This design comes from an exercise in tuning for small area on the open sky130 flow, not from production work. Function was checked by simulation only, so behaviour that the tests miss may differ from the original. The flow treats the clock pin as an ideal source, which a real chip does not have. No activity file was given, so power comes from the tool's default toggle rates.

### flow/flow/run.sh
#!/bin/bash
# Layout flow: the standard ORFS flow, with three changes that only
# affect how much buffering is added:
#  - each port gets a minimum-size buffer (buf_1) instead of the default
#    pick made by buffer_ports;
#  - clock tree synthesis uses smaller clock buffers, larger sink clusters
#    and no dummy loads.
# Every tool's output goes to standard.log in this folder (and ORFS's own
# per-step logs under orfs/logs).
set -e
export BUFFER_PORTS_ARGS="-buffer_cell sky130_fd_sc_hd__buf_1"
export CTS_ARGS="-sink_clustering_enable -repair_clock_nets -dont_use_dummy_load -buf_list sky130_fd_sc_hd__clkbuf_8 -sink_clustering_size 14 -sink_clustering_max_diameter 60"
bash standard.sh > standard.log 2>&1
### flow/standard.sh
#!/bin/bash
# synth_recipe.tcl (not shown) runs the flow's synth.tcl, then flattens the netlist and writes it again
# the make line also repeats each setting of config.mk as NAME=value (left out here)
make -C /OpenROAD-flow-scripts/flow DESIGN_CONFIG=/design/flow/config.mk WORK_HOME=/design/flow/orfs CLKGATE_MAP_FILE= SYNTH_SCRIPT=/design/flow/synth_recipe.tcl "${@:-finish}"
### flow/config.mk
export PLATFORM = sky130hd
export DESIGN_NAME = wb_regfile_top
export DESIGN_NICKNAME = wb_regfile_top
export VERILOG_FILES = /design/flow/design.v
export SDC_FILE = /design/flow/constraint.sdc
export NUM_CORES = 4
export LEC_CHECK = 0
export CAP_MARGIN = 20
export CORE_MARGIN = 2
export CORE_UTILIZATION = 65
export SLEW_MARGIN = 20
export SYNTH_HIERARCHICAL = 1
### flow/constraint.sdc
create_clock -name core_clock -period 8.0 [get_ports {clk}]
set_input_delay 1.6000 -clock core_clock [delete_from_list [all_inputs] [get_ports {clk}]]
set_output_delay 1.6000 -clock core_clock [all_outputs]
set_load 0.01 [all_outputs]
### flow/design.v
package Pipe_Buf_Reg_PKG;
    localparam int XLEN_W = 32;
    typedef enum logic [1:0] {
        WB_ALU_MEM = 2'b00,
        WB_PC4     = 2'b01,
        WB_IMM     = 2'b10,
        WB_PCIMM   = 2'b11
    } wb_sel_e;
    typedef struct packed {
        logic              RegWrite;
        logic              MemtoReg;
        logic [XLEN_W-1:0] Pc_Imm;
        logic [XLEN_W-1:0] Pc_Four;
        logic [XLEN_W-1:0] Imm_Out;
        logic [XLEN_W-1:0] Alu_Result;
        logic [XLEN_W-1:0] MemReadData;
        logic [4:0]        rd;
        logic [XLEN_W-1:0] Curr_Instr;
        wb_sel_e           RWSel;
    } mem_wb_reg;
endpackage
module wb_mux
#(
    parameter int XLEN = 32
) (
    input  Pipe_Buf_Reg_PKG::mem_wb_reg        wb_in,
    output logic [XLEN-1:0]  wb_data
);
    logic [4:0] s;
    always_comb begin
        s = '0;
        unique case (wb_in.RWSel)
            Pipe_Buf_Reg_PKG::WB_ALU_MEM: s = wb_in.MemtoReg ? 5'b00010 : 5'b00001;
            Pipe_Buf_Reg_PKG::WB_PC4:     s = 5'b00100;
            Pipe_Buf_Reg_PKG::WB_IMM:     s = 5'b01000;
            Pipe_Buf_Reg_PKG::WB_PCIMM:   s = 5'b10000;
            default:                      s = 5'b00001;
        endcase
    end
    for (genvar b = 0; b < XLEN; b++) begin : g_bit
        wb_rf_andor #(.N(5)) u_sel (
            .d ({wb_in.Pc_Imm[b], wb_in.Imm_Out[b], wb_in.Pc_Four[b],
                 wb_in.MemReadData[b], wb_in.Alu_Result[b]}),
            .s (s),
            .y (wb_data[b])
        );
    end
endmodule
module wb_rf_aoi222 (
    input  logic a0, b0, a1, b1, a2, b2,
    output logic y
);
    assign y = ~((a0 & b0) | (a1 & b1) | (a2 & b2));
endmodule
module wb_rf_nand
#(
    parameter int N = 4
) (
    input  logic [N-1:0] a,
    output logic         y
);
    assign y = ~&a;
endmodule
module wb_rf_and
#(
    parameter int N = 2
) (
    input  logic [N-1:0] a,
    output logic         y
);
    assign y = &a;
endmodule
module wb_rf_predec
#(
    parameter bit USE_EN = 1'b1
) (
    input  logic [4:0] a,
    input  logic       en,
    output logic [3:0] lo,
    output logic [7:0] hi
);
    always_comb begin
        for (int k = 0; k < 4; k++) lo[k] = (en || !USE_EN) && (a[1:0] == 2'(k));
        for (int j = 0; j < 8; j++) hi[j] = (a[4:2] == 3'(j));
    end
endmodule
module wb_rf_or
#(
    parameter int N = 4
) (
    input  logic [N-1:0] a,
    output logic         y
);
    assign y = |a;
endmodule
module wb_rf_andor
#(
    parameter int N = 32
) (
    input  logic [N-1:0] d,
    input  logic [N-1:0] s,
    output logic         y
);
    localparam int N3 = N / 3;
    localparam int NR = N - 3 * N3;
    localparam int T  = N3 + NR;
    localparam int NQ = (T + 3) / 4;
    logic [T-1:0] n;
    for (genvar g = 0; g < N3; g++) begin : g_aoi3
        wb_rf_aoi222 u_aoi (
            .a0(d[3*g]),   .b0(s[3*g]),
            .a1(d[3*g+1]), .b1(s[3*g+1]),
            .a2(d[3*g+2]), .b2(s[3*g+2]),
            .y (n[g])
        );
    end
    for (genvar g = 0; g < NR; g++) begin : g_nand1
        wb_rf_nand #(.N(2)) u_nand (.a({d[3*N3+g], s[3*N3+g]}), .y(n[N3+g]));
    end
    if (NQ == 1) begin : g_one
        wb_rf_nand #(.N(T)) u_nand (.a(n), .y(y));
    end else begin : g_tree
        logic [NQ-1:0] q;
        for (genvar g = 0; g < NQ; g++) begin : g_nand
            localparam int LO = 4 * g;
            localparam int HI = (4 * g + 3 < T) ? 4 * g + 3 : T - 1;
            wb_rf_nand #(.N(HI - LO + 1)) u_nand (.a(n[HI:LO]), .y(q[g]));
        end
        wb_rf_or #(.N(NQ)) u_or (.a(q), .y(y));
    end
endmodule
module wb_regfile_top
(
    input  logic        clk,
    input  logic        reset,
    input  logic        in_reg_write,
    input  logic        in_mem_to_reg,
    input  logic [1:0]  in_rw_sel,
    input  logic [4:0]  in_rd,
    input  logic [31:0] in_pc_imm,
    input  logic [31:0] in_pc_four,
    input  logic [31:0] in_imm_out,
    input  logic [31:0] in_alu_result,
    input  logic [31:0] in_mem_read_data,
    input  logic [4:0]  rs1_addr,
    input  logic [4:0]  rs2_addr,
    output logic [31:0] rs1_data,
    output logic [31:0] rs2_data,
    output logic [31:0] wb_data,
    output logic [4:0]  wb_rd,
    output logic        wb_we
);
    localparam int XLEN = 32;
    localparam int NREG = 32;
    Pipe_Buf_Reg_PKG::mem_wb_reg wb_in;
    always_comb begin
        wb_in             = '0;
        wb_in.RegWrite    = in_reg_write;
        wb_in.MemtoReg    = in_mem_to_reg;
        wb_in.Pc_Imm      = in_pc_imm;
        wb_in.Pc_Four     = in_pc_four;
        wb_in.Imm_Out     = in_imm_out;
        wb_in.Alu_Result  = in_alu_result;
        wb_in.MemReadData = in_mem_read_data;
        wb_in.rd          = in_rd;
        wb_in.Curr_Instr  = 32'd0;
        wb_in.RWSel       = Pipe_Buf_Reg_PKG::wb_sel_e'(in_rw_sel);
    end
    wb_mux #(.XLEN(XLEN)) u_wb_mux (
        .wb_in   (wb_in),
        .wb_data (wb_data)
    );
    assign wb_rd = in_rd;
    assign wb_we = in_reg_write && (in_rd != 5'd0);
    logic [XLEN-1:0] regs_q [1:NREG-1];
    logic [NREG-1:1] valid_q;
    logic [NREG-1:1] we_dec;
    logic [3:0] w_lo, r1_lo, r2_lo;
    logic [7:0] w_hi, r1_hi, r2_hi;
    wb_rf_predec #(.USE_EN(1'b1)) u_pd_w  (.a(in_rd),    .en(in_reg_write), .lo(w_lo),  .hi(w_hi));
    wb_rf_predec #(.USE_EN(1'b0)) u_pd_r1 (.a(rs1_addr), .en(1'b0),         .lo(r1_lo), .hi(r1_hi));
    wb_rf_predec #(.USE_EN(1'b0)) u_pd_r2 (.a(rs2_addr), .en(1'b0),         .lo(r2_lo), .hi(r2_hi));
    for (genvar i = 1; i < NREG; i++) begin : g_we
        wb_rf_and #(.N(2)) u_we (.a({w_lo[i%4], w_hi[i/4]}), .y(we_dec[i]));
    end
    always_ff @(posedge clk) begin
        for (int i = 1; i < NREG; i++)
            if (we_dec[i]) regs_q[i] <= wb_data;
    end
    always_ff @(posedge clk or posedge reset) begin
        if (reset) valid_q <= '0;
        else       valid_q <= valid_q | we_dec;
    end
    logic            hit1, hit2;
    logic [NREG-1:1] rd_ok, sel1, sel2;
    assign hit1 = wb_we && (rs1_addr == in_rd);
    assign hit2 = wb_we && (rs2_addr == in_rd);
    always_comb begin
        for (int i = 1; i < NREG; i++) rd_ok[i] = valid_q[i] && !we_dec[i];
    end
    for (genvar i = 1; i < NREG; i++) begin : g_sel
        wb_rf_and #(.N(3)) u_sel1 (.a({r1_lo[i%4], r1_hi[i/4], rd_ok[i]}), .y(sel1[i]));
        wb_rf_and #(.N(3)) u_sel2 (.a({r2_lo[i%4], r2_hi[i/4], rd_ok[i]}), .y(sel2[i]));
    end
    for (genvar b = 0; b < XLEN; b++) begin : g_rd
        logic [NREG-1:0] col;
        always_comb begin
            col[0] = wb_data[b];
            for (int i = 1; i < NREG; i++) col[i] = regs_q[i][b];
        end
        wb_rf_andor #(.N(NREG)) u_rd1 (.d(col), .s({sel1, hit1}), .y(rs1_data[b]));
        wb_rf_andor #(.N(NREG)) u_rd2 (.d(col), .s({sel2, hit2}), .y(rs2_data[b]));
    end
endmodule
==> results of run 1 <==
-- area by class of cell --
type / count / area (um^2) / share of cell area [%]
Tap cell: 846 / 1060 / 2.32
Timing Repair Buffer: 418 / 2090 / 4.58
Sequential cell: 1023 / 30600 / 67.1
Clock buffer: 84 / 1160 / 2.54
Antenna cell: 5 / 12.5 / 0.0275
Inverter: 2 / 7.51 / 0.0165
Multi-Input combinational cell: 1364 / 10700 / 23.5
-- registers in the layout, summed over array words and instances, names as in the netlist --
name and cells:
valid_q 31, regs_q 992
-- cells in the final DEF, fill, tap and decap left out --
| cell type | instances |
|---|---|
| and3b_2 | 9 |
| nor4_2 | 2 |
| a222oi_1 | 672 |
| inv_1 | 2 |
| nor3_2 | 1 |
| nand4_1 | 192 |
| nor2_1 | 2 |
| or4_1 | 1 |
| and3_2 | 3 |
| buf_4 | 135 |
| and3_1 | 63 |
| and2_2 | 32 |
| nor3b_4 | 1 |
| or2_2 | 31 |
| xnor2_1 | 6 |
| nand3_2 | 2 |
| nor2b_2 | 2 |
| or3_1 | 64 |
| and3b_1 | 2 |
| nand2_1 | 192 |
| nor3_1 | 3 |
| buf_8 | 1 |
| nor3b_1 | 10 |
| diode_2 | 5 |
| nand3_1 | 32 |
| o21ai_2 | 1 |
| xor2_1 | 4 |
| clkbuf_8 | 84 |
| nor2b_1 | 35 |
| and2_1 | 2 |
| dfrtp_1 | 31 |
| buf_1 | 282 |
| edfxtp_1 | 992 |
-- power breakdown --
part / internal [uW] / switching [uW] / leakage, uW / total [uW]
Combinational: 267 / 700 / 0.00472 / 967
Clock: 940 / 1610 / 0.000604 / 2550
Sequential: 6070 / 47.9 / 0.00888 / 6120
-- final timing paths --
check	from	to	slack, ns
worst max-delay path	in_rd[2]	rs1_data[14]	1.35
worst min-delay path	valid_q[29]	valid_q[29]	0.46
worst max register to register	valid_q[3]	valid_q[3]	7.21
worst min register to register	valid_q[29]	valid_q[29]	0.46
max in group asynchronous	reset	valid_q[10]	6.67
min in group asynchronous	reset	valid_q[13]	0.98
-- metrics by stage --
step                      area, um^2  total power [uW]
final                          45600              9640
after global routing           45600              9820
after floorplan                41200              6680
after CTS                      45600              9560
after detailed placement       44400              7150
after global placement         44400              7110
-- routing by layer --
layer / vias up / wire length, um / GRT usage [%]
met5: - / 52 / 0
met2: 3704 / 64500 / 65.7
met1: 15600 / 46700 / 58.6
li1: 12500 / - / -
met4: 4 / 9490 / 23.7
met3: 736 / 28100 / 15.7
-- critical path: stages --
cell and delay (ns):
buf_1 0.41, nor3b_1 0.44, and2_2 0.23, nor2b_1 0.05
and3_1 0.33, buf_4 0.32, a222oi_1 0.51, nand4_1 0.43
or3_1 0.54, buf_1 0.17
==> summary.md, run 1 <==
| Metric | Value |
|---|---|
| Iter 0 DRT Violations | `8927` |
| Synth Cell Area | `41200 um^2` |
| Io pins | `283` |
| Cts repair resizes | `0` |
| Port bufs | `282` |
| Residual DRC count | `0` |
| Avg Synthesized Cell Area | `17.2 um^2` |
| Fin crit share | `83.2%` |
| Vias in the first global route | `31700` |
| GRT overflow | `0` |
| Max_cap viols | `0` |
| Routed wire per std cell | `39.8 um` |
| Worst Path Arrival | `5.05 ns` |
| Min-delay worst type | `flip-flop to flip-flop` |
| TritonCTS clock tree | `done` |
| Final hold slack | `0.462 ns` |
| Post-Syn Instances | `2394` |
| Least-Margin Pin Slew | `1.13 ns` |
| CP Capture Type | `output pin` |
| Fin. Hold Viols | `0` |
| Gr usage total | `44.5%` |
| PnR worst setup slack | `1.35 ns` |
| Setup CP Type | `primary input to output pin` |
| Required @ worst endpoint | `6.40 ns` |
| Finished Layout Cells | `3742` |
| Worst-Skew Late Latency | `0.66 ns` |
| Clock Tree Root | `clkbuf_8` |
| DP HPWL | `84700 um` |
| Max Transition Viols Final | `0` |
| Final clock skew | `0 ns` |
| Layout cells sized above 1 | `10.5%` |
| RSZ-0062 raised after global routing | `no` |
| TritonCTS Buffers | `84` |
| Hold Crit Depth | `1` |
| Layout fillers | `4009` |
| Area grow syn2layout | `10.6%` |
| Max clock buf depth | `3` |
| Static Leak | `0.0142 uW` |
| Core Box Area | `62900 um^2` |
| Worst R2R Path Depth | `1` |
| Fin nets | `3074` |
| H-tree levels | `3` |
| Antenna Nets Post-Route | `0` |
| Final WL | `149000 um` |
| Vias | `32500` |
| Die Y | `256 um` |
| Fin util | `72.5%` |
| Worst-path clk slew | `0.07 ns` |
| Via/cell ratio | `8.68` |
| Largest net degree at the start of global routing | `35` |
| Drt first pass iters | `15` |
| Worst vdd ir | `147 uV` |
| Global-route wire length before repair | `210000 um` |
| Max_slew headroom | `24.8%` |
| Pre-CTS WS | `1.40 ns` |
| Fmax | `0.150 GHz` |
| Critical Path Start Type | `primary input` |
| Outcome | `finished clean` |
| Die area | `65500 um^2` |
| Mapped Nets | `2575` |
| Antenna violations before repair | `12` |
| Initial Util | `65.6%` |
| Final setup vio count | `0` |
| Gpl congestion | `0.961` |
| Hold buffer count at CTS | `0` |
| Synth warn | `11` |
| Crit path max fanout | `22` |
| Die Width | `256 um` |
| # rows | `92` |
| # clock sinks | `1023` |
| Post-Route Setup TNS | `0 ns` |
| Post-CTS setup buffers | `0` |
| Min Tclk post-route | `6.65 ns` |
| PwrDens | `211 nW/um^2` |
| Cell total after placement | `3653` |
==> run 2: changes to the inputs <==
--- a/flow/config.mk
+++ b/flow/config.mk
@@ -5,8 +5,8 @@
 export SDC_FILE = /design/flow/constraint.sdc
 export NUM_CORES = 4
 export LEC_CHECK = 0
-export CAP_MARGIN = 20
+export CAP_MARGIN = 0
 export CORE_MARGIN = 2
 export CORE_UTILIZATION = 65
-export SLEW_MARGIN = 20
+export SLEW_MARGIN = 0
 export SYNTH_HIERARCHICAL = 1
==> run 2 against run 1 <==
  * Clock skew stayed put
  * Die area stayed put
  * Via count is 0.51% lower
  * Clock-buffer cell count stayed put
  * Critical endpoint is now rs1_data[0]
==> summary.md, run 2 <==
| Metric | Value |
|---|---|
| Global-route wire length before repair | `210000 um` |
| Port bufs | `282` |
| TritonCTS Buffers | `84` |
| # clock sinks | `1023` |
| Worst Path Buf+Inv | `3` |
| Largest registers | `regs_q: 992 flops, valid_q: 31 flops` |
| Residual DRC count | `0` |
| Fin util | `72.5%` |
| Leading cell type in the layout, fill and taps excluded | `edfxtp_1` |
| Core Box Area | `62900 um^2` |
| Fin. Hold Viols | `0` |
| Min-delay worst type | `flip-flop to flip-flop` |
| Least-Margin Pin Slew | `1.36 ns` |
| Gpl congestion | `0.961` |
| Largest register FFs | `992` |
| Required @ worst endpoint | `6.40 ns` |
| Die Width | `256 um` |
| Synth warn | `11` |
| Cts repair resizes | `0` |
| CP delay by family, top | `simple AND/OR/NAND/NOR gates` |
| Outcome | `finished clean` |
| Routed wire per std cell | `39.7 um` |
| Worst-path clk slew | `0.08 ns` |
| # rows | `92` |
| Fin nets | `3073` |
| Via/cell ratio | `8.64` |
| Drt first pass iters | `14` |
| PwrDens | `211 nW/um^2` |
| TritonCTS clock tree | `done` |
| GR Util met2 | `66.4%` |
| Largest Register | `regs_q` |
| Die area | `65500 um^2` |
| Io pins | `283` |
| Layout cells sized above 1 | `10.5%` |
| Max_slew headroom | `9.13%` |
| Max Transition Viols Final | `0` |
| Largest net degree at the start of global routing | `35` |
| Max_cap viols | `0` |
| Hold buffer count at CTS | `0` |
| Post-CTS setup buffers | `0` |
| Worst Path Arrival | `5.13 ns` |
| Layout fillers | `4027` |
| Static Leak | `0.0142 uW` |
| Vias | `32300` |
| Initial Util | `65.6%` |
| Vias in the first global route | `31600` |
| Max clock buf depth | `3` |
| DP HPWL | `84700 um` |
| H-tree levels | `3` |
| Die Y | `256 um` |
| Fmax | `0.149 GHz` |
| Min Tclk post-route | `6.73 ns` |
| M3 GR Usage | `15.8%` |
| GR Util met1 | `58.4%` |
| Clock Tree Root | `clkbuf_8` |
| Antenna Nets Post-Route | `0` |
| Post-Syn Instances | `2394` |
| Critical path, cell by cell | `buf_1 -> nor3_2 -> buf_4 -> a222oi_1 -> nand3_1 -> a222oi_1 -> nand4_1 -> or3_1 -> buf_1` |
| Fin crit share | `84.1%` |
| Avg Synthesized Cell Area | `17.2 um^2` |
| Worst vdd ir | `156 uV` |
| RSZ-0062 raised after global routing | `no` |
| Area grow syn2layout | `10.5%` |
| Final setup vio count | `0` |
| CP Capture Type | `output pin` |
| Mapped Nets | `2575` |
| Post-Route Setup TNS | `0 ns` |
| Synth Cell Area | `41200 um^2` |
| Commonest non-fill, non-tap cells in the layout | `edfxtp_1 (992), a222oi_1 (672), buf_1 (282), nand2_1 (192), nand4_1 (192)` |
| GRT overflow | `0` |
| Setup CP Type | `primary input to output pin` |
| Worst path slowest cell | `nand3_1` |
| Critical path's largest stage delay | `1.00 ns` |
| Grt peak-use layer | `met2` |
| Antenna violations before repair | `16` |
| Final WL | `149000 um` |
| Gr usage total | `44.6%` |
| Worst-Skew Late Latency | `0.64 ns` |
| Final clock skew | `0 ns` |
| Iter 0 DRT Violations | `9119` |
| Critical Path Start Type | `primary input` |
| Crit path max fanout | `34` |
## run 2: final cells by class
| class | instances | area, um^2 | area share (%) |
|---|---|---|---|
| sequential | 1023 | 30600 | 67.1 |
| multi-input combinational | 1364 | 10700 | 23.5 |
| timing repair buffer | 417 | 2070 | 4.55 |
| clock buffer | 84 | 1160 | 2.54 |
| tap | 846 | 1060 | 2.32 |
| antenna | 4 | 10.0 | 0.0220 |
| inverter | 2 | 7.51 | 0.0165 |
## run 2: stage by stage
stage,hold slack (ns),instance area [um^2],power [uW],cells,worst slack [ns]
floorplan,0.428,41200,6680,2394,1.66
global placement,0.440,44400,7110,3652,1.32
detailed placement,0.441,44400,7150,3652,1.13
CTS,0.460,45500,9560,3736,1.13
global route,0.472,45600,9830,3739,1.10
finish,0.458,45600,9630,3740,1.27
## run 2: routing by layer
layer / up-vias / part of all wire, %
li1: 12500 / -
met5: - / 0.036
met2: 3699 / 44
met1: 15400 / 31
met3: 681 / 19
met4: 10 / 5.7
## run 2: power breakdown
part	internal [uW]	leakage [uW]	total (uW)	switching, uW
combinational	265	0.00472	966	701
clock	939	0.000604	2540	1600
sequential	6070	0.00888	6120	48.1
## run 2: worst paths after layout
kind / from / endpoint / slack, ns / cells after the start
hold reg to reg: valid_q[24] / valid_q[24] / 0.46 / 1
hold / removal: valid_q[24] / valid_q[24] / 0.46 / 1
max in group asynchronous: reset / valid_q[10] / 6.64 / 3
setup / recovery: in_rw_sel[0] / rs1_data[0] / 1.27 / 9
setup reg to reg: valid_q[3] / valid_q[3] / 7.21 / 1
min in group asynchronous: reset / valid_q[18] / 0.97 / 3
==> run 3: changes to the inputs <==
==> flow/flow/run.sh (replaced) <==
#!/bin/bash
# Layout flow: the standard ORFS flow, with changes that only affect
# how much buffering is added:
#  - each port gets a minimum-size buffer (buf_1) instead of the default
#    pick made by buffer_ports;
#  - the repair during timing-driven global placement may use only buf_1,
#    buf_2 and buf_4 (flow/pre_gpl.tcl);
#  - clock tree synthesis uses clkbuf_8 buffers, larger sink clusters and
#    no dummy loads.
# Every tool's output goes to standard.log in this folder (and ORFS's own
# per-step logs under orfs/logs).
set -e
export BUFFER_PORTS_ARGS="-buffer_cell sky130_fd_sc_hd__buf_1"
export PRE_GLOBAL_PLACE_TCL="$PWD/flow/pre_gpl.tcl"
export CTS_ARGS="-sink_clustering_enable -repair_clock_nets -dont_use_dummy_load -buf_list sky130_fd_sc_hd__clkbuf_8 -sink_clustering_size 14 -sink_clustering_max_diameter 60"
bash standard.sh > standard.log 2>&1
==> flow/flow/pre_gpl.tcl (new file) <==
# Run before global placement: leave only buf_1, buf_2 and buf_4 as buffers
# for the repair that timing-driven placement does, so that it sizes its
# buffers to the load instead of using a larger one everywhere.
set keep {sky130_fd_sc_hd__buf_1 sky130_fd_sc_hd__buf_2 sky130_fd_sc_hd__buf_4}
set du {}
foreach c [get_lib_cells {sky130_fd_sc_hd__buf_* sky130_fd_sc_hd__clkbuf_* sky130_fd_sc_hd__clkdlybuf* sky130_fd_sc_hd__dlygate* sky130_fd_sc_hd__bufbuf_* sky130_fd_sc_hd__dlymetal* sky130_fd_sc_hd__bufinv_*}] {
  if {[lsearch $keep [get_name $c]] < 0} { lappend du $c }
}
set_dont_use $du
--- a/flow/config.mk
+++ b/flow/config.mk
@@ -5,8 +5,8 @@
 export SDC_FILE = /design/flow/constraint.sdc
 export NUM_CORES = 4
 export LEC_CHECK = 0
-export CAP_MARGIN = 0
+export CAP_MARGIN = 20
 export CORE_MARGIN = 2
 export CORE_UTILIZATION = 65
-export SLEW_MARGIN = 0
+export SLEW_MARGIN = 20
 export SYNTH_HIERARCHICAL = 1
==> run 3 against run 2 <==
  * Fmax fell by 7.4%
  * Clock-buffer cell count fell by 1
  * Setup slack got worse by 0.54 ns
  * Sequential power barely moved
  * Wire length rose by 0.45%
  * Flip-flop and latch count did not move
  * Synthesized area did not move
  * Clock skew did not move
  * Still clean
  * Total power barely moved
  * Sequential share of layout area rose by 0.53 points
  * Critical endpoint is now rs2_data[29]
==> summary.md, run 3 <==
| Metric | Value |
|---|---|
| Outcome | `finished clean` |
| Worst path slowest cell | `nor3b_1` |
| H-tree levels | `3` |
| Largest register FFs | `992` |
| Synth Cell Area | `41200 um^2` |
| Worst-path clk slew | `0.06 ns` |
| Routed wire per std cell | `40.0 um` |
| Layout fillers | `4091` |
| Required @ worst endpoint | `6.40 ns` |
| Worst Path Arrival | `5.66 ns` |
| Gr usage total | `44.5%` |
| Fin crit share | `90.8%` |
| TritonCTS Buffers | `83` |
| Power share of the clock group | `26.3%` |
| Static Leak | `0.0140 uW` |
| Max Transition Viols Final | `0` |
| Crit path max fanout | `22` |
| Final WL | `149000 um` |
| RSZ-0062 raised after global routing | `no` |
| Critical path, cell by cell | `buf_1 -> nor3b_1 -> and2_2 -> nor2b_1 -> and3_1 -> buf_1 -> a222oi_1 -> nand4_1 -> or3_1 -> buf_1` |
| Antenna violations before repair | `16` |
| Cell internal pwr | `7260 uW` |
| Min Tclk post-route | `7.26 ns` |
| Gpl congestion | `0.975` |
| Worst-Skew Late Latency | `0.66 ns` |
| Largest net degree at the start of global routing | `34` |
| Crit. Startpoint | `in_rd[0]` |
| Vias | `32500` |
| Clock Tree Root | `clkbuf_8` |
| Max clock buf depth | `3` |
| Largest registers | `regs_q: 992 flops, valid_q: 31 flops` |
| # rows | `92` |
| CP delay by family, top | `simple AND/OR/NAND/NOR gates` |
| Antenna Nets Post-Route | `0` |
| TritonCTS clock tree | `done` |
| Die Y | `256 um` |
| Mapped Nets | `2575` |
| Io pins | `283` |
| Fmax | `0.138 GHz` |
| Core Box Area | `62900 um^2` |
| Max_cap viols | `0` |
| Final hold slack | `0.458 ns` |
| Worst Path Buf+Inv | `3` |
| Via/cell ratio | `8.72` |
| DP HPWL | `92700 um` |
| # clock sinks | `1023` |
| CP Capture Type | `output pin` |
| Leading cell type in the layout, fill and taps excluded | `edfxtp_1` |
| Post-CTS setup buffers | `0` |
| Critical path's largest stage delay | `0.90 ns` |
| Critical path's most frequent cell | `buf_1` |
| Die area | `65500 um^2` |
| Critical Path Start Type | `primary input` |
| Final setup vio count | `0` |
| Worst Hold Launch | `valid_q[11]` |
| Worst reg2reg setup slack | `7.19 ns` |
| Global-route wire length before repair | `211000 um` |
| Switching share of total power | `24.6%` |
| Iter 0 DRT Violations | `9395` |
| Port bufs | `282` |
| Drt first pass iters | `17` |
| Area grow syn2layout | `9.65%` |
| Synth warn | `11` |
| Reg2Reg Launch Point | `valid_q[1]` |
| Fin. Hold Viols | `0` |
| Hold buffer count at CTS | `0` |
| Die Width | `256 um` |
| Layout cells sized above 1 | `9.63%` |
| Residual DRC count | `0` |
| GRT overflow | `0` |
| Final clock skew | `0 ns` |
| Setup CP Type | `primary input to output pin` |
| Initial Util | `65.6%` |
| Cts repair resizes | `0` |
| Commonest non-fill, non-tap cells in the layout | `edfxtp_1 (992), a222oi_1 (672), buf_1 (316), nand2_1 (192), nand4_1 (192)` |
| Max_slew headroom | `19.0%` |
| Largest Register | `regs_q` |
| Post-Route Setup TNS | `0 ns` |
| Fin nets | `3069` |
| PwrDens | `213 nW/um^2` |
| Vias in the first global route | `31300` |
| Seq pwr share | `63.6%` |
| Min-delay worst type | `flip-flop to flip-flop` |
| Post-Syn Instances | `2394` |
| NetSw | `2370 uW` |
| Worst vdd ir | `140 uV` |
| Power share of the combinational group | `10.0%` |
| Avg Synthesized Cell Area | `17.2 um^2` |
| Least-Margin Pin Slew | `1.21 ns` |
run 3: metrics by stage:
stage / instances / power [uW] / utilization [%] / setup slack, ns / cell area, um^2
floorplan: 2394 / 6680 / - / 1.66 / 41200
global placement: 3647 / 7120 / 70.0 / 1.20 / 44000
detailed placement: 3647 / 7150 / 70.0 / 1.06 / 44000
CTS: 3730 / 9550 / 71.9 / 1.05 / 45200
global route: 3733 / 9820 / 71.9 / 0.854 / 45200
finish: 3734 / 9630 / 71.9 / 0.736 / 45200
run 3: final cells by class:
class	instances	area, um^2	share of cell area, %
flip-flops and latches	1023	30600	67.6
multi-input cells	1364	10700	23.7
repair buffers	414	1720	3.81
clock buffers	83	1140	2.53
well taps	846	1060	2.34
inverters	2	7.51	0.0166
diodes	2	5.00	0.0111
run 3: per-layer routing:
| metal | share of wire (%) | wire length [um] | GRT usage [%] |
|---|---|---|---|
| met4 | 5.2 | 7770 | 19.7 |
| met5 | 0.060 | 90 | 0 |
| met3 | 19 | 27800 | 15.3 |
| met1 | 31 | 46600 | 58.5 |
| met2 | 45 | 66900 | 68.2 |
run 3: path summary, 6_finish.rpt:
path / cells past startpoint / end
hold reg to reg: 1 / valid_q[11]
max in group asynchronous: 3 / valid_q[11]
setup / recovery: 10 / rs2_data[29]
min in group asynchronous: 2 / valid_q[23]
setup reg to reg: 1 / valid_q[1]
hold / removal: 1 / valid_q[11]
run 3: power groups by stage:
stage / combinational, uW / clock, uW / sequential, uW
after floorplan: 446 / 0 / 6230
after global placement: 882 / 0 / 6240
after detailed placement: 906 / 0 / 6240
after CTS: 908 / 2520 / 6120
after global routing: 992 / 2690 / 6130
final: 967 / 2530 / 6130
==> run 4: changes to the inputs <==
--- a/flow/design.v
+++ b/flow/design.v
@@ -61,6 +61,16 @@
 );
     assign y = ~&a;
 endmodule
+module wb_rf_nand_aoi22
+#(
+    parameter int K = 2
+) (
+    input  logic [K-1:0] n,
+    input  logic         a0, b0, a1, b1,
+    output logic         y
+);
+    assign y = ~(&n & ~((a0 & b0) | (a1 & b1)));
+endmodule
 module wb_rf_and
 #(
     parameter int N = 2
@@ -103,8 +113,9 @@
 );
     localparam int N3 = N / 3;
     localparam int NR = N - 3 * N3;
-    localparam int T  = N3 + NR;
-    localparam int NQ = (T + 3) / 4;
+    localparam int T  = N3 + (NR == 1 ? 1 : 0);
+    localparam int TX = T + (NR == 2 ? 1 : 0);
+    localparam int NQ = (TX + 3) / 4;
     logic [T-1:0] n;
     for (genvar g = 0; g < N3; g++) begin : g_aoi3
         wb_rf_aoi222 u_aoi (
@@ -114,18 +125,27 @@
             .y (n[g])
         );
     end
-    for (genvar g = 0; g < NR; g++) begin : g_nand1
-        wb_rf_nand #(.N(2)) u_nand (.a({d[3*N3+g], s[3*N3+g]}), .y(n[N3+g]));
-    end
-    if (NQ == 1) begin : g_one
-        wb_rf_nand #(.N(T)) u_nand (.a(n), .y(y));
-    end else begin : g_tree
-        logic [NQ-1:0] q;
-        for (genvar g = 0; g < NQ; g++) begin : g_nand
-            localparam int LO = 4 * g;
-            localparam int HI = (4 * g + 3 < T) ? 4 * g + 3 : T - 1;
+    if (NR == 1) begin : g_nand1
+        wb_rf_nand #(.N(2)) u_nand (.a({d[N-1], s[N-1]}), .y(n[T-1]));
+    end
+    logic [NQ-1:0] q;
+    for (genvar g = 0; g < NQ; g++) begin : g_nand
+        localparam int LO = 4 * g;
+        localparam int HI = (4 * g + 3 < TX) ? 4 * g + 3 : TX - 1;
+        if (NR == 2 && g == NQ - 1) begin : g_last
+            wb_rf_nand_aoi22 #(.K(HI - LO)) u_nand (
+                .n (n[HI-1:LO]),
+                .a0(d[N-2]), .b0(s[N-2]),
+                .a1(d[N-1]), .b1(s[N-1]),
+                .y (q[g])
+            );
+        end else begin : g_plain
             wb_rf_nand #(.N(HI - LO + 1)) u_nand (.a(n[HI:LO]), .y(q[g]));
         end
+    end
+    if (NQ == 1) begin : g_one
+        assign y = q[0];
+    end else begin : g_or
         wb_rf_or #(.N(NQ)) u_or (.a(q), .y(y));
     end
 endmodule
==> run 4 against run 3 <==
  * Largest power group unchanged
  * Via count fell by 1.7%
  * Still clean
  * Critical path depth grew 1
  * Register-to-register slack about the same
  * Flip-flop and latch count unchanged
==> summary.md, run 4 <==
| Metric | Value |
|---|---|
| Hold Crit Depth | `1` |
| Gpl congestion | `1.00` |
| Area after DPL | `44000 um^2` |
| Cell internal pwr | `7260 uW` |
| Avg Synthesized Cell Area | `17.9 um^2` |
| DP HPWL | `89500 um` |
| Max Transition Viols Final | `0` |
| Final WL | `145000 um` |
| Commonest non-fill, non-tap cells in the layout | `edfxtp_1 (992), a222oi_1 (672), buf_1 (322), nand4_1 (128), a22oi_1 (96)` |
| Min Tclk post-route | `7.12 ns` |
| Via/cell ratio | `8.76` |
| PwrDens | `213 nW/um^2` |
| Fin nets | `2985` |
| Worst path slowest cell | `nor3b_1` |
| Port bufs | `282` |
| Multi-input logic area | `10600 um^2` |
| NetSw | `2360 uW` |
| Global-route wire length before repair | `205000 um` |
| Power share of the combinational group | `9.8%` |
| Vias | `32000` |
| Critical path's most frequent cell | `buf_1` |
| CP Capture Type | `output pin` |
| # rows | `92` |
| Clock Tree Root | `clkbuf_8` |
| Critical path's largest stage delay | `0.80 ns` |
| Least-Margin Pin Slew | `1.32 ns` |
| Largest net degree at the start of global routing | `34` |
| Register area | `30600 um^2` |
| Min-delay worst type | `flip-flop to flip-flop` |
| Post-Syn Instances | `2298` |
| Seq pwr share | `63.7%` |
| Largest Register | `regs_q` |
| Final hold slack | `0.465 ns` |
| Io pins | `283` |
| Largest registers | `regs_q: 992 flops, valid_q: 31 flops` |
| Synth warn | `11` |
| Worst R2R Path Depth | `1` |
| Hold buffer count at CTS | `0` |
| Post-Route Setup TNS | `0 ns` |
| Final setup vio count | `0` |
| Drt first pass iters | `15` |
| Area grow syn2layout | `9.82%` |
| Leading cell type in the layout, fill and taps excluded | `edfxtp_1` |
| Max_cap viols | `0` |
| Final instance area | `45100 um^2` |
| Worst vdd ir | `183 uV` |
| Fin crit share | `89.0%` |
| Antenna Nets Post-Route | `0` |
| Outcome | `finished clean` |
| Worst-path clk slew | `0.07 ns` |
| Final clock skew | `0 ns` |
| Layout cells sized above 1 | `9.71%` |
| Routed wire per std cell | `39.7 um` |
| Setup CP Type | `primary input to output pin` |
| Required @ worst endpoint | `6.40 ns` |
| Fin. Hold Viols | `0` |
| Die Width | `255 um` |
| Fin util | `71.8%` |
| Fmax | `0.140 GHz` |
| Max clock buf depth | `3` |
| Die area | `65300 um^2` |
| Switching share of total power | `24.5%` |
| Largest register FFs | `992` |
| Residual DRC count | `0` |
| H-tree levels | `3` |
| Max_slew headroom | `12.0%` |
| Gr usage total | `43.2%` |
| GRT overflow | `0` |
| Overall power | `9610 uW` |
| Antenna violations before repair | `10` |
| Power share of the clock group | `26.5%` |
| Die Y | `255 um` |
| Post-CTS setup buffers | `0` |
| RSZ-0062 raised after global routing | `no` |
| TritonCTS Buffers | `83` |
| Cts repair resizes | `0` |
| Critical path, cell by cell | `buf_1 -> nor3b_1 -> buf_1 -> and2_2 -> nor2b_1 -> and3_1 -> buf_2 -> a222oi_1 -> nand4_1 -> or3_1 -> buf_1` |
| Static Leak | `0.0141 uW` |
| Worst-Skew Late Latency | `0.66 ns` |
| Iter 0 DRT Violations | `8943` |
| # clock sinks | `1023` |
| TritonCTS clock tree | `done` |
| Crit path max fanout | `19` |
| Core Box Area | `62900 um^2` |
| Vias in the first global route | `30900` |
| Critical Path Start Type | `primary input` |
| Mapped Nets | `2479` |
| Synth Cell Area | `41100 um^2` |
| Worst Path Arrival | `5.52 ns` |
| Initial Util | `65.4%` |
| Layout fillers | `4114` |
## run 4: cell type report
class,count,share of cell area [%]
Multi-Input combinational cell,1268,23.4
Timing Repair Buffer,426,3.98
Clock buffer,83,2.53
Antenna cell,2,0.0111
Tap cell,846,2.35
Sequential cell,1023,67.7
Inverter,2,0.0166
## run 4: routing by layer
metal | share of wire (%) | wire length, um | up-vias | track usage, %
met1 | 32 | 45800 | 15500 | 58.1
met2 | 45 | 65100 | 3608 | 65.3
li1 | - | - | 12300 | -
met5 | 0.030 | 43 | - | 0
met4 | 5.1 | 7390 | 6 | 20.1
met3 | 18 | 26600 | 618 | 13.5
## run 4: through the flow
stage	setup WS, ns	cells
floorplan	1.71	2298
global placement	1.31	3564
detailed placement	1.20	3564
CTS	1.18	3647
global route	0.778	3649
finish	0.878	3650
## run 4: power by group through the flow
| stage | sequential, uW | combinational [uW] | clock [uW] |
|---|---|---|---|
| global route | 6130 | 975 | 2710 |
| floorplan | 6230 | 446 | 0 |
| global placement | 6240 | 867 | 0 |
| CTS | 6120 | 892 | 2530 |
| detailed placement | 6240 | 891 | 0 |
| finish | 6130 | 943 | 2550 |
## run 4: worst max-delay path, delay by kind of cell
family	cells	cell delay, ns
AO/OA/AOI/OAI	1	0.44
buffers and inverters	4	1.04
AND/OR/NAND/NOR	6	2.41
## run 4: final timing paths
check,from,to,slack [ns]
setup / recovery,in_rd[0],rs1_data[24],0.88
hold / removal,valid_q[10],valid_q[10],0.47
setup reg to reg,valid_q[17],valid_q[17],7.20
hold reg to reg,valid_q[10],valid_q[10],0.47
max in group asynchronous,reset,valid_q[4],5.58
min in group asynchronous,reset,valid_q[23],0.96
==> run 5: changes to the inputs <==
--- a/flow/flow/run.sh
+++ b/flow/flow/run.sh
@@ -12,5 +12,5 @@
 set -e
 export BUFFER_PORTS_ARGS="-buffer_cell sky130_fd_sc_hd__buf_1"
 export PRE_GLOBAL_PLACE_TCL="$PWD/flow/pre_gpl.tcl"
-export CTS_ARGS="-sink_clustering_enable -repair_clock_nets -dont_use_dummy_load -buf_list sky130_fd_sc_hd__clkbuf_8 -sink_clustering_size 14 -sink_clustering_max_diameter 60"
+export CTS_ARGS="-sink_clustering_enable -repair_clock_nets -dont_use_dummy_load -buf_list sky130_fd_sc_hd__clkbuf_8 -sink_clustering_size 16 -sink_clustering_max_diameter 60"
 bash standard.sh > standard.log 2>&1
==> run 5 against run 4 <==
  * Still clean on timing, DRC and antenna
  * First-iteration DRC count grew 0.27%
  * Fmax shrank 0.24%
  * Clock skew unchanged
  * Worst hold slack got worse by 0.0020 ns
  * Via count down 0.80%
  * Utilization decreased by 0.17 points
  * Largest power group unchanged
==> summary.md, run 5 <==
| Metric | Value |
|---|---|
| Outcome | `finished clean` |
| Largest net degree at the start of global routing | `34` |
| Synth Cell Area | `41100 um^2` |
| Reg2Reg Launch Point | `valid_q[17]` |
| Pre-CTS WS | `1.20 ns` |
| Worst vdd ir | `161 uV` |
| # clock sinks | `1023` |
| Max_slew headroom | `14.2%` |
| TritonCTS clock tree | `done` |
| Critical Path Start Type | `primary input` |
| Largest registers | `regs_q: 992 flops, valid_q: 31 flops` |
| Final setup vio count | `0` |
| Min-delay worst type | `flip-flop to flip-flop` |
| Fin crit share | `89.2%` |
| Worst R2R Path Depth | `1` |
| Register area | `30600 um^2` |
| Synth warn | `11` |
| Mapped Nets | `2479` |
| Least-Margin Pin Slew | `1.29 ns` |
| Worst-path clk slew | `0.06 ns` |
| Clock Tree Root | `clkbuf_8` |
| Die Width | `255 um` |
| Overall power | `9500 uW` |
| Max Transition Viols Final | `0` |
| Post-Syn Instances | `2298` |
| Die Y | `255 um` |
| TritonCTS Buffers | `75` |
| Max clock buf depth | `3` |
| Final WL | `145000 um` |
| Hold buffer count at CTS | `0` |
| Post-CTS setup buffers | `0` |
| Gpl congestion | `1.00` |
| Drt first pass iters | `15` |
| Largest register FFs | `992` |
| Gr usage total | `43.2%` |
| Via/cell ratio | `8.71` |
| Worst path slowest cell | `nor3b_1` |
| CP Capture Type | `output pin` |
| Hold Crit Depth | `1` |
| Fin. Hold Viols | `0` |
| Worst Hold Launch | `valid_q[10]` |
| Residual DRC count | `0` |
| Fin nets | `2977` |
| Worst Path Buf+Inv | `3` |
| Required @ worst endpoint | `6.40 ns` |
| Iter 0 DRT Violations | `8967` |
| Reg-to-Reg End | `valid_q[17]` |
| Antenna violations before repair | `13` |
| Routed wire per std cell | `39.7 um` |
| Die area | `65300 um^2` |
| Layout cells sized above 1 | `9.48%` |
| Largest Register | `regs_q` |
| Worst-Skew Late Latency | `0.66 ns` |
| Multi-input logic area | `10600 um^2` |
| CP delay by family, top | `simple AND/OR/NAND/NOR gates` |
| # rows | `92` |
| Io pins | `283` |
| H-tree levels | `3` |
| Fin util | `71.6%` |
| Vias in the first global route | `30700` |
| Avg Synthesized Cell Area | `17.9 um^2` |
| RSZ-0062 raised after global routing | `no` |
| DP HPWL | `89500 um` |
| Vias | `31700` |
| Leading cell type in the layout, fill and taps excluded | `edfxtp_1` |
| PwrDens | `211 nW/um^2` |
| Global-route wire length before repair | `204000 um` |
| Critical path's most frequent cell | `buf_1` |
| Fmax | `0.140 GHz` |
| Commonest non-fill, non-tap cells in the layout | `edfxtp_1 (992), a222oi_1 (672), buf_1 (322), nand4_1 (128), a22oi_1 (96)` |
| PnR worst setup slack | `0.861 ns` |
| Hold path endpoint | `valid_q[10]` |
| Critical path's largest stage delay | `0.82 ns` |
| Static Leak | `0.0140 uW` |
| Cts repair resizes | `0` |
| Initial Util | `65.4%` |
| Setup CP Type | `primary input to output pin` |
| Final clock skew | `0 ns` |
| Max_cap viols | `0` |
| Port bufs | `282` |
| Worst Path Arrival | `5.54 ns` |
| Post-Route Setup TNS | `0 ns` |
| GRT overflow | `0` |
| Crit path max fanout | `17` |
| Min Tclk post-route | `7.14 ns` |
| Area grow syn2layout | `9.56%` |
| Layout fillers | `4129` |
| Worst reg2reg setup slack | `7.19 ns` |
| Critical path, cell by cell | `buf_1 -> nor3b_1 -> and2_2 -> nor2b_1 -> and3_1 -> buf_2 -> a222oi_1 -> nand4_1 -> or3_1 -> buf_1` |
| Antenna Nets Post-Route | `0` |
| Core Box Area | `62900 um^2` |
run 5: final cells by class:
cell class	instances	area share [%]
sequential	1023	67.9
antenna	3	0.0167
multi-input combinational	1268	23.5
clock buffer	75	2.29
timing repair buffer	426	3.99
tap	846	2.35
inverter	2	0.0167
run 5: worst max path at each step:
stage / from / endpoint / slack (ns) / cells after the start
2_1_floorplan: in_rd[2] / rs1_data[0] / 1.71 / 6
3_3_place_gp: in_rd[0] / rs2_data[21] / 1.31 / 10
3_5_place_dp: in_rd[1] / rs1_data[25] / 1.20 / 11
4_1_cts: in_rd[1] / rs1_data[25] / 1.19 / 11
5_1_grt: in_rd[0] / rs1_data[31] / 0.77 / 10
6_report: in_rd[1] / rs2_data[12] / 0.86 / 10
run 5: per-layer routing:
metal	up-vias	GRT usage, %	share of wire, %
met5	-	0	0.016
met4	4	20.3	5.3
met3	585	12.5	18
met2	3538	65.3	45
met1	15300	58.6	32
li1	12300	-	-
run 5: stage by stage:
step | cells | hold WS [ns] | instance area, um^2
after CTS | 3639 | 0.459 | 45000
after global routing | 3641 | 0.482 | 45000
after floorplan | 2298 | 0.428 | 41100
after detailed placement | 3564 | 0.442 | 44000
final | 3643 | 0.463 | 45000
after global placement | 3564 | 0.443 | 44000
run 5: power by group:
group	leakage, uW	switching, uW	internal (uW)
logic	0.00462	693	251
registers	0.00888	50.0	6080
clock network	0.000539	1590	844
==> run 6: changes to the inputs <==
==> flow/flow/run.sh (replaced) <==
#!/bin/bash
# Layout flow: the standard ORFS flow, with changes that only affect
# how much buffering is added and how large the cells are:
#  - each port gets a minimum-size buffer (buf_1) instead of the default
#    pick made by buffer_ports;
#  - the repair during timing-driven global placement may use only buf_1,
#    buf_2 and buf_4 (flow/pre_gpl.tcl);
#  - clock tree synthesis uses clkbuf_8 buffers, larger sink clusters and
#    no dummy loads;
#  - after clock tree synthesis, cells on paths with positive slack are
#    downsized to recover area (flow/post_cts.tcl).
# Every tool's output goes to standard.log in this folder (and ORFS's own
# per-step logs under orfs/logs).
set -e
export BUFFER_PORTS_ARGS="-buffer_cell sky130_fd_sc_hd__buf_1"
export PRE_GLOBAL_PLACE_TCL="$PWD/flow/pre_gpl.tcl"
export POST_CTS_TCL="$PWD/flow/post_cts.tcl"
export CTS_ARGS="-sink_clustering_enable -repair_clock_nets -dont_use_dummy_load -buf_list sky130_fd_sc_hd__clkbuf_8 -sink_clustering_size 16 -sink_clustering_max_diameter 60"
bash standard.sh > standard.log 2>&1
==> flow/flow/post_cts.tcl (new file) <==
# Run at the end of clock tree synthesis, after its timing repair: downsize
# cells on paths with positive slack (within the same cell footprint) to
# recover area, then legalize the placement again.
estimate_parasitics -placement
repair_timing -recover_power 100 -match_cell_footprint -verbose
detailed_placement
check_placement -verbose
report_design_area
==> run 6 against run 5 <==
  * Register-to-register slack barely moved
  * Global-route usage barely moved
  * Total power barely moved
  * Sequential share of layout area fell by 0.75 points
  * Fmax fell by 6.3%
  * Clock power barely moved
  * Wire length rose by 0.24%
  * Critical path type unchanged
  * Critical endpoint is now rs2_data[31]
  * Largest cell class unchanged
==> summary.md, run 6 <==
| Metric | Value |
|---|---|
| Min-delay worst type | `flip-flop to flip-flop` |
| Max_cap viols | `0` |
| Worst Path Arrival | `6.02 ns` |
| Die area | `65300 um^2` |
| Register area | `30600 um^2` |
| Fin crit share | `95.2%` |
| Final instance area | `45500 um^2` |
| Largest net degree at the start of global routing | `34` |
| Drt first pass iters | `15` |
| Crit path max fanout | `19` |
| Mapped Nets | `2479` |
| Max Transition Viols Final | `0` |
| Outcome | `finished clean` |
| DP HPWL | `89500 um` |
| Io pins | `283` |
| Area grow syn2layout | `10.8%` |
| Worst vdd ir | `162 uV` |
| Core Box Area | `62900 um^2` |
| Final setup vio count | `0` |
| Fin nets | `3004` |
| Worst-path clk slew | `0.06 ns` |
| Post-Route Setup TNS | `0 ns` |
| RSZ-0062 raised after global routing | `no` |
| Vias in the first global route | `30700` |
| Setup CP Type | `primary input to output pin` |
| Min Tclk post-route | `7.62 ns` |
| Leading cell type in the layout, fill and taps excluded | `edfxtp_1` |
| Least-Margin Pin Slew | `1.32 ns` |
| Port bufs | `282` |
| Synth warn | `11` |
| PwrDens | `209 nW/um^2` |
| Pre-CTS WS | `1.20 ns` |
| Final WL | `145000 um` |
| Layout cells sized above 1 | `9.43%` |
| Vias | `32000` |
| Die Y | `255 um` |
| Static Leak | `0.0142 uW` |
| PnR worst setup slack | `0.384 ns` |
| Antenna violations before repair | `13` |
| Gr usage total | `43.2%` |
| Worst-Skew Late Latency | `0.66 ns` |
| Synth Cell Area | `41100 um^2` |
| Fmax | `0.131 GHz` |
| Critical Path Start Type | `primary input` |
| Area after DPL | `44000 um^2` |
| TritonCTS clock tree | `done` |
| Initial Util | `65.4%` |
| Antenna Nets Post-Route | `0` |
| Residual DRC count | `0` |
| Gpl congestion | `1.00` |
| Final clock skew | `0 ns` |
| Multi-input logic area | `10500 um^2` |
| Avg Synthesized Cell Area | `17.9 um^2` |
| Layout fillers | `4085` |
| Largest register FFs | `992` |
| Die Width | `255 um` |
| GRT overflow | `0` |
| Iter 0 DRT Violations | `9066` |
| # rows | `92` |
| Overall power | `9510 uW` |
| Largest Register | `regs_q` |
| Post-Syn Instances | `2298` |
| Commonest non-fill, non-tap cells in the layout | `edfxtp_1 (992), a222oi_1 (672), buf_1 (329), nand4_1 (128), a22oi_1 (96)` |
| # clock sinks | `1023` |
| Via/cell ratio | `8.73` |
| Required @ worst endpoint | `6.40 ns` |
| CP Capture Type | `output pin` |
| Max_slew headroom | `12.1%` |
| Routed wire per std cell | `39.5 um` |
| Global-route wire length before repair | `205000 um` |
| Fin. Hold Viols | `0` |
| Largest registers | `regs_q: 992 flops, valid_q: 31 flops` |
==> run 6: worst paths after layout <==
kind,start,endpoint,slack [ns],cells past startpoint
worst max-delay path,in_rd[1],rs2_data[31],0.38,10
worst min-delay path,valid_q[10],valid_q[10],0.46,1
worst max register to register,valid_q[17],valid_q[17],7.19,1
worst min register to register,valid_q[10],valid_q[10],0.46,1
max in group asynchronous,reset,valid_q[4],5.60,3
min in group asynchronous,reset,valid_q[23],0.94,2
==> run 6: where the power goes <==
| part | internal (uW) | switching [uW] |
|---|---|---|
| combinational | 255 | 696 |
| sequential | 6080 | 50.0 |
| clock | 844 | 1590 |
| total | 7180 | 2330 |
==> run 6: per-layer routing <==
| layer | track usage [%] | vias to the layer above | routed length (um) |
|---|---|---|---|
| met3 | 12.4 | 551 | 25600 |
| met4 | 20.2 | 4 | 6870 |
| met2 | 65.4 | 3550 | 65800 |
| met1 | 58.7 | 15600 | 46800 |
| met5 | 0 | - | 23 |
| li1 | - | 12300 | - |
==> run 6: final cells by class <==
| class | count | share of cell area, % |
|---|---|---|
| Sequential cell | 1023 | 67.1 |
| Multi-Input combinational cell | 1268 | 23.1 |
| Timing Repair Buffer | 453 | 5.11 |
| Tap cell | 846 | 2.32 |
| Clock buffer | 75 | 2.27 |
| Inverter | 2 | 0.0165 |
| Antenna cell | 2 | 0.0110 |
==> run 6: critical path, cell delays in order <==
cell and delay, ns:
buf_1 0.27, and3b_1 0.51, and2_0 0.92, nor2b_1 0.15
and3_1 0.52, buf_2 0.48, a222oi_1 0.36, nand4_1 0.50
or3_1 0.55, buf_1 0.14
==> run 6: metrics by stage <==
step | cells | hold slack, ns | util, %
3_5_place_dp | 3564 | 0.442 | 70.0
3_3_place_gp | 3564 | 0.443 | 70.0
2_1_floorplan | 2298 | 0.428 | -
6_report | 3669 | 0.462 | 72.5
5_1_grt | 3668 | 0.482 | 72.4

## afterwards: timing with drivers on the ports
How much do the figures lean on ideal ports? The routed layouts below were timed once more, with nothing changed but the port constraints. Step 1, drivers: a clkbuf_16 drives clk and a buf_2 each remaining input, both assumed. Step 2 moves the port delays by t, midway between the first and last clock arrival at a register: inputs arrive t later, outputs are due t later. That takes back most of the time a late clock gives input paths. Slacks: ideal / step 1 / step 2; pairs: ideal / step 1.
| run | t (ns) | setup WS [ns] | worst slew at a driven data input, ns | cell pins on the clock port's net |
|---|---|---|---|---|
| run 1 | 0.756 | 1.346 / 1.320 / 1.320 | 0.06 | 1 |
| run 2 | 0.755 | 1.271 / 1.246 / 1.246 | 0.05 | 1 |
| run 3 | 0.767 | 0.736 / 0.713 / 0.713 | 0.05 | 1 |
| run 4 | 0.755 | 0.878 / 0.854 / 0.854 | 0.04 | 1 |
| run 5 | 0.761 | 0.861 / 0.834 / 0.834 | 0.04 | 1 |
| run 6 | 0.756 | 0.384 / 0.352 / 0.352 | 0.04 | 1 |
After both steps every run listed still meets setup and hold. For run 6, which loses most, drivers alone change the setup slack by -0.032 ns; drivers and shift together by -0.032 ns.
